Background: an optimization exercise with open tools, aiming at small area and a short achievable clock period. Do not read the settings as production practice.
Only simulation tests tie the RTL to the original design; equivalence was not proved.
No activity file was given, so power comes from the tool's default toggle rates.

==> 09-23 <==
==> flow/design.v <==
`timescale 1ns/1ps
module rename_top (
    input  logic      clk,
    input  logic      rst,
    input  logic      rename_valid,
    input  logic [$clog2(32)-1:0] rs1_arch,
    input  logic [$clog2(32)-1:0] rs2_arch,
    input  logic [$clog2(32)-1:0] rd_arch,
    input  logic      complete_valid,
    input  logic [$clog2(16)-1:0]   complete_rob_id,
    input  logic      complete_mispredict,
    output logic      rename_ready,
    output logic [$clog2(64)-1:0]  rs1_phy,
    output logic [$clog2(64)-1:0]  rs2_phy,
    output logic [$clog2(64)-1:0]  rd_phy,
    output logic [$clog2(16)-1:0]   rob_id,
    output logic      retire_valid,
    output logic [$clog2(32)-1:0] retire_rd_arch,
    output logic [$clog2(64)-1:0]  retire_rd_phy,
    output logic      flush
);
    wire [$clog2(64)-1:0] fmap_q [32];
    wire [$clog2(64)-1:0] bmap_q [32];
    wire [64-1:0] free_q;
    wire [64-1:0] held_q;
    logic [64-1:0] free_d;
    logic [$clog2(64)-1:0] alloc_q;
    logic avail_q;
    logic ready_q;
    logic [$clog2(16):0] head_q;
    logic [$clog2(16):0] tail_q;
    logic [$clog2(32)-1:0] ent_rd_arch [16];
    logic [$clog2(64)-1:0]  ent_new_phy [16];
    logic [16-1:0] ent_done;
    logic [16-1:0] ent_misp;
    logic retire_misp;
    logic [$clog2(64)-1:0] release_phy;
    assign fmap_q[0] = '0;
    assign bmap_q[0] = '0;
    assign free_q[0] = 1'b0;
    assign held_q[0] = 1'b1;
    assign free_d[0] = 1'b0;
    assign rs1_phy = fmap_q[rs1_arch];
    assign rs2_phy = fmap_q[rs2_arch];
    logic [$clog2(64)-1:0] alloc_d;
    logic [7:0] grp_any;
    logic [2:0] grp_idx [8];
    always_comb begin
        for (int g = 0; g < 8; g++) begin
            grp_any[g] = |free_d[g*8 +: 8];
            grp_idx[g] = '0;
            for (int j = 7; j >= 0; j--) begin
                if (free_d[g*8 + j]) grp_idx[g] = j[2:0];
            end
        end
        alloc_d = '0;
        for (int g = 7; g >= 0; g--) begin
            if (grp_any[g]) alloc_d = {g[2:0], grp_idx[g]};
        end
    end
    logic [64-1:0] lower_free;
    always_comb begin
        lower_free[0] = 1'b0;
        for (int i = 1; i < 64; i++) begin
            lower_free[i] = lower_free[i-1] | free_q[i-1];
        end
    end
    logic recovering, rename_fire, alloc_fire, pop;
    logic rd_nz;
    logic [$clog2(16)-1:0] head_slot, tail_slot;
    logic [$clog2(16):0] head_d, tail_d;
    logic full_d, retire_valid_d, retire_misp_d, flush_d;
    assign head_slot = head_q[$clog2(16)-1:0];
    assign tail_slot = tail_q[$clog2(16)-1:0];
    assign recovering = (retire_valid && retire_misp) || flush;
    assign rd_nz = (rd_arch != '0);
    assign rename_ready = ready_q && (avail_q || !rd_nz);
    assign rename_fire  = rename_valid && rename_ready;
    assign alloc_fire   = rename_valid && ready_q && avail_q && rd_nz;
    assign rd_phy = alloc_fire ? alloc_q : '0;
    assign rob_id = tail_slot;
    assign pop = (head_q != tail_q) && ent_done[head_slot] && !recovering;
    assign retire_valid_d = pop;
    assign retire_misp_d = pop && ent_misp[head_slot];
    assign flush_d = retire_valid && retire_misp;
    always_comb begin
        head_d = head_q;
        tail_d = tail_q;
        if (flush) begin
            head_d = tail_q;
        end else begin
            if (pop) head_d = head_q + 1'b1;
            if (rename_fire) tail_d = tail_q + 1'b1;
        end
    end
    assign full_d = (head_d[$clog2(16)-1:0] == tail_d[$clog2(16)-1:0]) &&
                    (head_d[$clog2(16)] != tail_d[$clog2(16)]);
    logic release_valid;
    assign release_valid = retire_valid && (retire_rd_arch != '0);
    for (genvar i = 1; i < 32; i++) begin : g_map
        logic [$clog2(64)-1:0] f_q, b_q;
        assign fmap_q[i] = f_q;
        assign bmap_q[i] = b_q;
        always_ff @(posedge clk or posedge rst) begin
            if (rst) begin
                f_q <= i[$clog2(64)-1:0];
            end else if (flush) begin
                f_q <= b_q;
            end else if (alloc_fire && (rd_arch == i[$clog2(32)-1:0])) begin
                f_q <= alloc_q;
            end
        end
        always_ff @(posedge clk or posedge rst) begin
            if (rst) begin
                b_q <= i[$clog2(64)-1:0];
            end else if (release_valid && (retire_rd_arch == i[$clog2(32)-1:0])) begin
                b_q <= retire_rd_phy;
            end
        end
    end
    for (genvar i = 1; i < 64; i++) begin : g_phy
        logic rel_hit, new_hit, fr_q, hd_q;
        assign free_q[i] = fr_q;
        assign held_q[i] = hd_q;
        assign rel_hit = release_valid && (release_phy == i[$clog2(64)-1:0]);
        assign new_hit = release_valid && (retire_rd_phy == i[$clog2(64)-1:0]);
        assign free_d[i] = flush ? !hd_q
                                 : ((fr_q && (!alloc_fire || lower_free[i])) || rel_hit);
        always_ff @(posedge clk or posedge rst) begin
            if (rst) begin
                fr_q <= (i >= 32);
                hd_q <= (i < 32);
            end else begin
                fr_q <= free_d[i];
                hd_q <= (hd_q && !rel_hit) || new_hit;
            end
        end
    end
    always_ff @(posedge clk or posedge rst) begin
        if (rst) begin
            head_q <= '0;
            tail_q <= '0;
            retire_valid <= 1'b0;
            retire_misp <= 1'b0;
            flush <= 1'b0;
            ready_q <= 1'b1;
            alloc_q <= 32;
            avail_q <= 1'b1;
        end else begin
            head_q <= head_d;
            tail_q <= tail_d;
            retire_valid <= retire_valid_d;
            retire_misp <= retire_misp_d;
            flush <= flush_d;
            ready_q <= !full_d && !(retire_valid_d && retire_misp_d) && !flush_d;
            alloc_q <= alloc_d;
            avail_q <= |free_d;
        end
    end
    always_ff @(posedge clk) begin
        if (complete_valid && !recovering) begin
            ent_done[complete_rob_id] <= 1'b1;
            ent_misp[complete_rob_id] <= complete_mispredict;
        end
        if (rename_fire) begin
            ent_done[tail_slot] <= 1'b0;
        end
    end
    always_ff @(posedge clk) begin
        if (rename_fire) begin
            ent_rd_arch[tail_slot] <= rd_arch;
            ent_new_phy[tail_slot] <= rd_phy;
        end
    end
    logic [$clog2(32)-1:0] head_arch;
    assign head_arch = ent_rd_arch[head_slot];
    always_ff @(posedge clk) begin
        retire_rd_arch <= head_arch;
        retire_rd_phy <= ent_new_phy[head_slot];
        if (release_valid && (retire_rd_arch == head_arch)) begin
            release_phy <= retire_rd_phy;
        end else begin
            release_phy <= bmap_q[head_arch];
        end
    end
endmodule
==> flow/run.sh <==
#!/bin/bash
# synth_recipe.tcl (not shown) runs the flow's synth.tcl, then flattens the netlist and writes it again
# the make line also repeats each setting of config.mk as NAME=value (left out here)
make -C /OpenROAD-flow-scripts/flow DESIGN_CONFIG=/design/flow/config.mk WORK_HOME=/design/flow/orfs CLKGATE_MAP_FILE= SYNTH_SCRIPT=/design/flow/synth_recipe.tcl finish
==> flow/config.mk <==
export PLATFORM = sky130hd
export DESIGN_NAME = rename_top
export DESIGN_NICKNAME = rename_top
export VERILOG_FILES = /design/flow/design.v
export SDC_FILE = /design/flow/constraint.sdc
export NUM_CORES = 4
export LEC_CHECK = 0
export CAP_MARGIN = 20
export CELL_PAD_IN_SITES_DETAIL_PLACEMENT = 1
export CELL_PAD_IN_SITES_GLOBAL_PLACEMENT = 2
export CORE_MARGIN = 2
export CORE_UTILIZATION = 25
export CTS_BUF_LIST = sky130_fd_sc_hd__clkbuf_16
export CTS_CLUSTER_DIAMETER = 100
export CTS_CLUSTER_SIZE = 20
export PLACE_DENSITY = 0.85
export SETUP_SLACK_MARGIN = 1.7
export SLEW_MARGIN = 20
==> flow/constraint.sdc <==
create_clock -name core_clock -period 6.0 [get_ports {clk}]
set_input_delay 1.2000 -clock core_clock [delete_from_list [all_inputs] [get_ports {clk}]]
set_output_delay 1.2000 -clock core_clock [all_outputs]
set_load 0.01 [all_outputs]
==> 05-18 (differences from 09-23) <==
--- a/flow/design.v
+++ b/flow/design.v
@@ -21,3 +21,2 @@
 );
-    wire [$clog2(64)-1:0] fmap_q [32];
     wire [$clog2(64)-1:0] bmap_q [32];
@@ -37,3 +36,2 @@
     logic [$clog2(64)-1:0] release_phy;
-    assign fmap_q[0] = '0;
     assign bmap_q[0] = '0;
@@ -42,4 +40,17 @@
     assign free_d[0] = 1'b0;
-    assign rs1_phy = fmap_q[rs1_arch];
-    assign rs2_phy = fmap_q[rs2_arch];
+    logic [16-1:0] latest_q;
+    logic [16-1:0] rs1_hit, rs2_hit;
+    logic [$clog2(64)-1:0] rs1_spec, rs2_spec;
+    always_comb begin
+        rs1_spec = '0;
+        rs2_spec = '0;
+        for (int j = 0; j < 16; j++) begin
+            rs1_hit[j] = latest_q[j] && (ent_rd_arch[j] == rs1_arch);
+            rs2_hit[j] = latest_q[j] && (ent_rd_arch[j] == rs2_arch);
+            rs1_spec = rs1_spec | (ent_new_phy[j] & {$clog2(64){rs1_hit[j]}});
+            rs2_spec = rs2_spec | (ent_new_phy[j] & {$clog2(64){rs2_hit[j]}});
+        end
+    end
+    assign rs1_phy = (|rs1_hit) ? rs1_spec : bmap_q[rs1_arch];
+    assign rs2_phy = (|rs2_hit) ? rs2_spec : bmap_q[rs2_arch];
     logic [$clog2(64)-1:0] alloc_d;
@@ -100,14 +111,4 @@
     for (genvar i = 1; i < 32; i++) begin : g_map
-        logic [$clog2(64)-1:0] f_q, b_q;
-        assign fmap_q[i] = f_q;
+        logic [$clog2(64)-1:0] b_q;
         assign bmap_q[i] = b_q;
-        always_ff @(posedge clk or posedge rst) begin
-            if (rst) begin
-                f_q <= i[$clog2(64)-1:0];
-            end else if (flush) begin
-                f_q <= b_q;
-            end else if (alloc_fire && (rd_arch == i[$clog2(32)-1:0])) begin
-                f_q <= alloc_q;
-            end
-        end
         always_ff @(posedge clk or posedge rst) begin
@@ -117,2 +118,15 @@
                 b_q <= retire_rd_phy;
+            end
+        end
+    end
+    for (genvar j = 0; j < 16; j++) begin : g_latest
+        always_ff @(posedge clk or posedge rst) begin
+            if (rst) begin
+                latest_q[j] <= 1'b0;
+            end else if (flush) begin
+                latest_q[j] <= 1'b0;
+            end else if (rename_fire && (tail_slot == j[$clog2(16)-1:0])) begin
+                latest_q[j] <= rd_nz;
+            end else if (alloc_fire && (ent_rd_arch[j] == rd_arch)) begin
+                latest_q[j] <= 1'b0;
             end
SETUP_SLACK_MARGIN = 1.8   (was 1.7)
==> comparison <==
Against 09-23, the final cell count of 05-18 is smaller by about 3.2%. In 05-18 the final area is lower than in 09-23, by 3.9%. First-iteration DRC count: 09-23 is lower than 05-18 (about 8%). Against 09-23, the global-route usage of 05-18 is higher by 0.29 points. Against 09-23, the clock-buffer cell count of 05-18 is lower by 8. Of 05-18 and 09-23, 09-23 has the higher flip-flop and latch count (gap 170). In 09-23 the sequential power is higher than in 05-18, by 42%. Between 05-18 and 09-23, the lower clock power is in 05-18 (gap 18%, measured against 09-23).

port drivers added, routing unchanged:
No port has a modelled driver above. Below, the same layouts with a new extraction and two added sets of constraints. Step 1 (the two cells are an assumption about what drives the block):
set clk [get_ports {clk}]
set_driving_cell -lib_cell sky130_fd_sc_hd__clkbuf_16 $clk
set_driving_cell -lib_cell sky130_fd_sc_hd__buf_2 [delete_from_list [all_inputs] $clk]
Step 2 times the ports against the registers' clock, not the clock port: input delays grow and output delays shrink by t, the midpoint of the rising clock arrivals with the driver on. Three values: ideal ports, drivers, drivers and shift; two values: the first two.
run	t, ns	slack for setup (ns)	latest minus earliest clock arrival (ns)	worst data-port slew with drivers (ns)
09-23	0.707	1.713 / 1.672 / 1.225	0.041 / 0.040	0.10
05-18	0.676	1.167 / 1.106 / 1.106	0.038 / 0.038	0.29
After both steps every run listed still meets setup and hold. The setup slack of 09-23, which loses most, moves by -0.041 ns with the drivers and by -0.488 ns with both steps.
